This is an optimization exercise on Yosys and OpenROAD, whose aim is small area, a short achievable clock period and few clock cycles per item, not a production implementation. Where RTL was checked, it was by simulation tests only, not by an equivalence proof against the original.

## alpha_gain_position_tracker
module alpha_gain_position_tracker (
  input  wire logic                 clk,
  input  wire logic                 rst_n,
  input  wire logic                 cfg_we,
  input  wire logic [1:0]           cfg_index,
  input  wire logic [15:0]          cfg_data,
  input  wire logic                 in_valid,
  output logic                      in_stall,
  input  wire logic [32:0]          in_data,
  output logic                      out_valid,
  input  wire logic                 out_stall,
  output logic [32:0]               out_data
);
Settings: LEC_CHECK=0, ABC_AREA=1, CAP_MARGIN=20, CORE_MARGIN=2, CORE_UTILIZATION=50, SETUP_SLACK_MARGIN=4.5, SLEW_MARGIN=20; clock period 10.5 ns.
run.sh (not shown) runs the stock make flow with config.mk's settings and CLKGATE_MAP_FILE= SYNTH_SCRIPT=/design/flow/synth_recipe.tcl, a recipe that flattens the netlist after the stock synthesis.
The baseline went through all stages and came out clean.
Testbench counts at the start, summed over its fixed seeds: cycles 17,844, frames 3,200.
Then changed:
--- a/flow/design.v
+++ b/flow/design.v
@@ -131,19 +131,18 @@
   localparam int NIT    = 4;            
   localparam int CNT_W  = 2;
   localparam logic [2:0] T0 = 3'd0;
   localparam logic [2:0] T1 = 3'd1;
   localparam logic [2:0] T2 = 3'd2;
   localparam logic [2:0] T3 = 3'd3;
   localparam logic [2:0] T4 = 3'd4;
   localparam logic [2:0] T5 = 3'd5;
   localparam logic [2:0] TP = 3'd6;     
-  localparam logic [2:0] TS = 3'd7;     
   localparam logic [1:0] V_IDLE = 2'd0;
   localparam logic [1:0] V_RUN  = 2'd1;
   localparam logic [1:0] V_DONE = 2'd2;
   localparam logic [1:0] V_FIX  = 2'd3;    
   function automatic logic signed [POS_W-1:0] sat_pos(input logic signed [POS_W+1:0] v);
     if ((&v[POS_W+1:POS_W-1]) || !(|v[POS_W+1:POS_W-1]))
       sat_pos = v[POS_W-1:0];
     else
       sat_pos = v[POS_W+1] ? {1'b1, {(POS_W-1){1'b0}}} : {1'b0, {(POS_W-1){1'b1}}};
@@ -161,19 +160,18 @@
     c = p[7];
     for (int i = 0; i < 16; i++) begin
       to_port[i] = h[i] ^ c;
       c          = c & h[i];
     end
     if (!h[15] && to_port[15]) to_port = 16'h7FFF;
   endfunction
   logic [15:0]               pn_r, mn_r, vg_r;
   logic [2:0]                seq_r;
-  logic                      t0_r, t1_r;
   logic                      seeded_r;
   logic                      epa_r;         
   logic signed [POS_W-1:0]   pos_r  [2];
   logic signed [STEP_W-1:0]  step_r [2];
   logic [VAR_W-1:0]          var_r;
   logic signed [MB_W-1:0]    mb_r;          
   logic signed [PW-1:0]      prod_r;
   logic                      out_valid_r;
   logic [1:0]                vst_r;
@@ -192,42 +190,37 @@
   logic                      early_p;
   assign det      = in_data[32];
   assign meas_x   = in_data[31:16];
   assign meas_y   = in_data[15:0];
   assign out_free = !out_valid_r || !out_stall;
   assign frame_ps = in_valid && (!det || !seeded_r);
   assign frame_c  = in_valid && det && seeded_r;
   assign go_ps    = (seq_r == T0) && frame_ps && out_free;
   assign go_c     = (seq_r == T0) && frame_c && out_free && (vst_r == V_DONE);
-  assign early_p  = (seq_r >= T2) && (seq_r <= T5) && in_valid && !det && !epa_r;
-  assign in_stall = !((seq_r == T1) || (seq_r == TP) || (seq_r == TS));
+  assign early_p  = (seq_r >= T2) && in_valid && !det && !epa_r;
+  assign in_stall = !(go_ps || (seq_r == T1));
   logic [16:0]               a_nx;
   logic [26:0]               a_enc;
   logic [26:0]               benc_r;
   logic signed [PW-1:0]      mul_c;
   logic signed [PW-1:0]      prod;
   always_comb begin
     if ((seq_r == T0 && go_c) || seq_r == T1) a_nx = q_r;
     else if (seq_r == T2 || seq_r == T3)      a_nx = {1'b0, vg_r};
     else                                      a_nx = {1'b0, mn_r};
-    if (t0_r) mul_c = PW'(rem_r);
-    else      mul_c = PW'(32768);
+    if (seq_r == T0) mul_c = PW'(rem_r);
+    else             mul_c = PW'(32768);
   end
   agpt_benc #(.AW(17)) u_benc (
     .a (a_nx),
     .d (a_enc)
   );
   always_ff @(posedge clk) benc_r <= a_enc;
-  always_ff @(posedge clk) begin
-    t0_r <= !rst_n || (seq_r == T0 && !go_ps && !go_c) || seq_r == T5 ||
-            seq_r == TP || seq_r == TS;
-    t1_r <= rst_n && go_c;
-  end
   agpt_mul #(.ND(9), .BW(MB_W), .PW(PW)) u_mul (
     .d (benc_r),
     .b (mb_r),
     .c (mul_c),
     .p (prod)
   );
   logic signed [MB_W-1:0]  prod_hi;    
   assign prod_hi = prod_r[MB_W+15:16];
   logic                      load_c;
@@ -238,19 +231,19 @@
   logic [DEN_W-1:0]          rem_nx;
   logic [3:0]                qbits;
   logic                      ld_run;        
   logic                      ld_fix;
   logic                      ld_data;
   logic [VAR_W-1:0]          lbase;
   logic [15:0]               lpn;
   logic [DEN_W-1:0]          dsum;
   logic [DEN_W+1:0]          dsum3;
-  assign load_c  = t1_r;              
+  assign load_c  = (seq_r == T1);
   assign p_upd   = (go_ps && !epa_r) || early_p;
   assign ld_fix  = (vst_r == V_FIX);
   assign ld_data = load_c || vst_r == V_IDLE || ld_fix;
   assign ld_run  = ld_data && !(p_upd && !load_c);
   assign vbase   = load_c ? prod_r[VAR_W+15:16] : var_r;
   assign vsum    = {1'b0, vbase} + (VAR_W+1)'(pn_r);
   assign vp      = vsum[VAR_W] ? {VAR_W{1'b1}} : vsum[VAR_W-1:0];
   assign lbase   = load_c ? prod_r[VAR_W+15:16] : (var_r | {VAR_W{ld_fix}});
   assign lpn     = ld_fix ? 16'd0 : pn_r;
@@ -334,37 +327,33 @@
         T0: begin
           if (go_ps) begin
             epa_r <= 1'b0;
             if (det) begin
               pos_r[0]    <= POS_W'(meas_x) <<< 8;
               pos_r[1]    <= POS_W'(meas_y) <<< 8;
               step_r[0]   <= '0;
               step_r[1]   <= '0;
               seeded_r    <= 1'b1;
-              seq_r       <= TS;
+              out_valid_r <= 1'b1;
             end else begin
               pos_r[0]    <= upd_pos;
               seq_r       <= TP;
             end
           end else if (go_c) begin
             pos_r[0] <= upd_pos;
             seq_r    <= T1;
           end
         end
         TP: begin
           pos_r[1]    <= upd_pos;
           out_valid_r <= 1'b1;
           seq_r       <= T0;
         end
-        TS: begin
-          out_valid_r <= 1'b1;
-          seq_r       <= T0;
-        end
         T1: begin
           pos_r[1] <= upd_pos;
           seq_r    <= T2;
         end
         T2: begin
           pos_r[0] <= upd_pos;
           seq_r    <= T3;
         end
         T3: begin
What happened: Final area goes up slightly; count of clock-buffer cells in the layout goes down by 2; via count shrinks slightly; worst hold slack gets better by 0.0051 ns; cell count came out higher slightly; core utilization is lower by 0.52 points; global-route usage went down by 2.2 points; die area increases slightly.
Only the layout flow was run in the second run of this note; the RTL was not checked for function there.

-- separate check: timing with driven ports --
The flow's constraints put no driver on any port. The routed layouts listed below were extracted and timed again, unchanged, in two steps. Step 1 assumes that a clkbuf_16 drives the clock port and a buf_2 every other input. Step 2 moves the port delays by t, midway between the first and last clock arrival at a register: inputs arrive t later, outputs are due t later. That takes back most of the time a late clock gives input paths. Slacks: ideal / step 1 / step 2; pairs: ideal / step 1.
| run | t (ns) | setup slack, ns | hold WS [ns] | slew at the worst register clock pin (ns) | cell pins on the clock port's net |
|---|---|---|---|---|---|
| the first run | 0.665 | 4.582 / 4.550 / 4.174 | 0.457 / 0.457 / 0.457 | 0.07 / 0.07 | 1 |
| the second run | 0.651 | 4.510 / 4.481 / 4.136 | 0.462 / 0.462 / 0.462 | 0.07 / 0.07 | 1 |
After both steps setup and hold are still met in every run listed. The setup slack of the first run, which loses most, moves by -0.032 ns with the drivers and by -0.408 ns with both steps.
